Source: an optimization exercise on an open RTL-to-GDS flow (aim: small area, a short achievable clock period and few clock cycles per item). Production flows keep margins and buffers that such runs may drop. The RTL was checked by simulation tests, not by an equivalence proof against the original design. Power is estimated from default activity; no workload was simulated.

## tbpf_top
module tbpf_top (
  input  wire logic        clk_i,
  input  wire logic        rst_ni,
  input  wire logic        in_valid_i,
  output logic             in_stall_o,
  input  wire logic [1:0]  in_func_i,
  input  wire logic [7:0]  in_index_i,
  input  wire logic [7:0]  in_sample_i,
  input  wire logic [7:0]  in_center_i,
  input  wire logic [10:0] in_weight_i,
  input  wire logic        in_last_i,
  output logic             out_valid_o,
  input  wire logic        out_stall_i,
  output logic [7:0]       out_sample_o,
  output logic             out_took_center_o
);
  temporal_bilateral_pixel_filter u_filter (
    .clk_i             (clk_i),
    .rst_ni            (rst_ni),
    .in_valid_i        (in_valid_i),
    .in_stall_o        (in_stall_o),
    .in_func_i         (in_func_i),
    .in_index_i        (in_index_i),
    .in_sample_i       (in_sample_i),
    .in_center_i       (in_center_i),
    .in_weight_i       (in_weight_i),
    .in_last_i         (in_last_i),
  ...
Settings: LEC_CHECK=0, ABC_CLOCK_PERIOD_IN_PS=3000, CAP_MARGIN=20, CORE_MARGIN=2, CORE_UTILIZATION=60, CTS_CLUSTER_DIAMETER=100, CTS_CLUSTER_SIZE=30, SETUP_SLACK_MARGIN=5.0, SLEW_MARGIN=20; clock period 8.0 ns.
standard.sh (not shown) runs the stock make flow with config.mk's settings and CLKGATE_MAP_FILE= SYNTH_SCRIPT=/design/flow/synth_recipe.tcl, a recipe that flattens the netlist after the stock synthesis.
==> flow/flow/run.sh <==
#!/bin/bash
# Layout flow: the standard flow, with one change: the port buffers that
# global placement inserts are sky130_fd_sc_hd__buf_4 instead of the cell
# buffer_ports picks by default (a clkdlybuf4s50_1 delay cell, which the
# footprint-matched timing repair cannot swap out). Every input and output
# port still gets its own buffer.
set -euo pipefail
cd "$(dirname "$0")/.."
# the standard synthesis, unchanged
bash standard.sh synth > synth.log 2>&1
# the rest of the standard layout
BUFFER_PORTS_ARGS="-buffer_cell sky130_fd_sc_hd__buf_4" bash standard.sh finish > layout.log 2>&1
Testbench counts at the start, summed over its fixed seeds: cycles 20,904, pixels 2,400.
Edit:
--- a/flow/design.v
+++ b/flow/design.v
@@ -401,57 +401,60 @@
     .clk_i    (clk_i),
     .rst_ni   (rst_ni),
     .valid_i  (f_v),
     .sum_i    (f_s),
     .total_i  (f_t),
     .zero_i   (f_zero),
     .center_i (f_c),
     .valid_o  (r_v),
     .sample_o (r_sample),
     .took_o   (r_took)
   );
-  localparam int unsigned FD = FIFO_DEPTH;
-  localparam int unsigned PW = $clog2(FD);
-  logic          out_v_q;
-  logic [8:0]    out_q;
-  logic [8:0]    fifo_q [FD];
-  logic [PW-1:0] wr_q, rd_q, rd_inc;
+  localparam int unsigned FD = FIFO_DEPTH - 1;
+  localparam int unsigned PW = (FD > 1) ? $clog2(FD) : 1;
+  logic       out_v_q;
+  logic [8:0] out_q;
+  logic [8:0] fifo_q [FD];
+  logic [PW-1:0] wr_q, rd_q;
   logic [CntW-1:0] fcnt_q;
-  logic          pop;
-  logic [8:0]    r_data, val_same, val_next;
-  assign r_data   = {r_took, r_sample};
-  assign pop      = out_v_q && !out_stall_i;
-  assign rd_inc   = (rd_q == PW'(FD - 1)) ? '0 : rd_q + 1'b1;
-  assign val_same = (r_v && (fcnt_q == CntW'(0))) ? r_data : fifo_q[rd_q];
-  assign val_next = (r_v && (fcnt_q == CntW'(1))) ? r_data : fifo_q[rd_inc];
+  logic pop, out_free, fifo_nonempty, push, fifo_rd;
+  assign pop           = out_v_q && !out_stall_i;
+  assign out_free      = !out_v_q || !out_stall_i;
+  assign fifo_nonempty = fcnt_q != '0;
+  assign fifo_rd       = out_free && fifo_nonempty;
+  assign push          = r_v && !(out_free && !fifo_nonempty);
   always_ff @(posedge clk_i or negedge rst_ni) begin
     if (!rst_ni) begin
       out_v_q <= 1'b0;
       wr_q    <= '0;
       rd_q    <= '0;
       fcnt_q  <= '0;
     end else begin
-      out_v_q <= pop ? ((fcnt_q > CntW'(1)) || r_v) : ((fcnt_q != '0) || r_v);
-      if (r_v) begin
+      if (out_free) begin
+        out_v_q <= fifo_nonempty || r_v;
+      end
+      if (push) begin
         wr_q <= (wr_q == PW'(FD - 1)) ? '0 : wr_q + 1'b1;
       end
-      if (pop) begin
-        rd_q <= rd_inc;
+      if (fifo_rd) begin
+        rd_q <= (rd_q == PW'(FD - 1)) ? '0 : rd_q + 1'b1;
       end
-      fcnt_q <= fcnt_q + CntW'(r_v) - CntW'(pop);
+      fcnt_q <= fcnt_q + CntW'(push) - CntW'(fifo_rd);
     end
   end
   always_ff @(posedge clk_i) begin
-    out_q <= pop ? val_next : val_same;
-    if (r_v) begin
-      fifo_q[wr_q] <= r_data;
+    if (out_free) begin
+      out_q <= fifo_nonempty ? fifo_q[rd_q] : {r_took, r_sample};
+    end
+    if (push) begin
+      fifo_q[wr_q] <= {r_took, r_sample};
     end
   end
   assign out_valid_o       = out_v_q;
   assign out_took_center_o = out_q[8];
   assign out_sample_o      = out_q[7:0];
   logic [CntW-1:0] owed_q, owed_d;
   logic            take_last;
   assign take_last = accept && (in_func_i == tbpf_pkg::FuncFilter) && in_last_i;
   assign owed_d    = owed_q + CntW'(take_last) - CntW'(pop);
   always_ff @(posedge clk_i or negedge rst_ni) begin
     if (!rst_ni) begin
After rerunning: Final area fell slightly. Via count fell slightly. Worst setup slack got worse by 0.18 ns. Sequential cell count fell by 9. Utilization fell by 0.28 points. Non-clock buffer count fell by 23. Total power fell slightly. Critical path depth stays the same. Sequential share of layout area rose by 0.26 points.
Testbench counts after the change, summed over its fixed seeds: cycles 20,904, pixels 2,400.

-- static timing again, ports no longer ideal --
In the flow no input, the clock included, has a driving cell. The finished layouts below were timed again as built, in two steps.
Step 1 (the two cells are an assumption about what drives the block):
set clk [get_ports {clk_i}]
set_driving_cell -lib_cell sky130_fd_sc_hd__clkbuf_16 $clk
set_driving_cell -lib_cell sky130_fd_sc_hd__buf_2 [delete_from_list [all_inputs] $clk]
Step 2 adds t to the input delays and takes it off the output delays; t is the mean of the earliest and latest rising clock arrival at the registers after step 1. Input paths then give back, and output paths get back, about the clock's delay inside the block.
Slacks: ideal ports / drivers / drivers and shift; pairs: ideal ports / drivers.
run | t, ns | setup WS [ns] | worst hold slack (ns)
the first run | 0.950 | 4.991 / 4.896 / 4.491 | 0.334 / 0.334 / 0.334
the second run | 0.974 | 4.812 / 4.812 / 4.165 | 0.328 / 0.328 / 0.328
After both steps setup and hold are still met in every run listed. The setup slack of the second run, which loses most, moves by 0.000 ns with the drivers and by -0.647 ns with both steps.
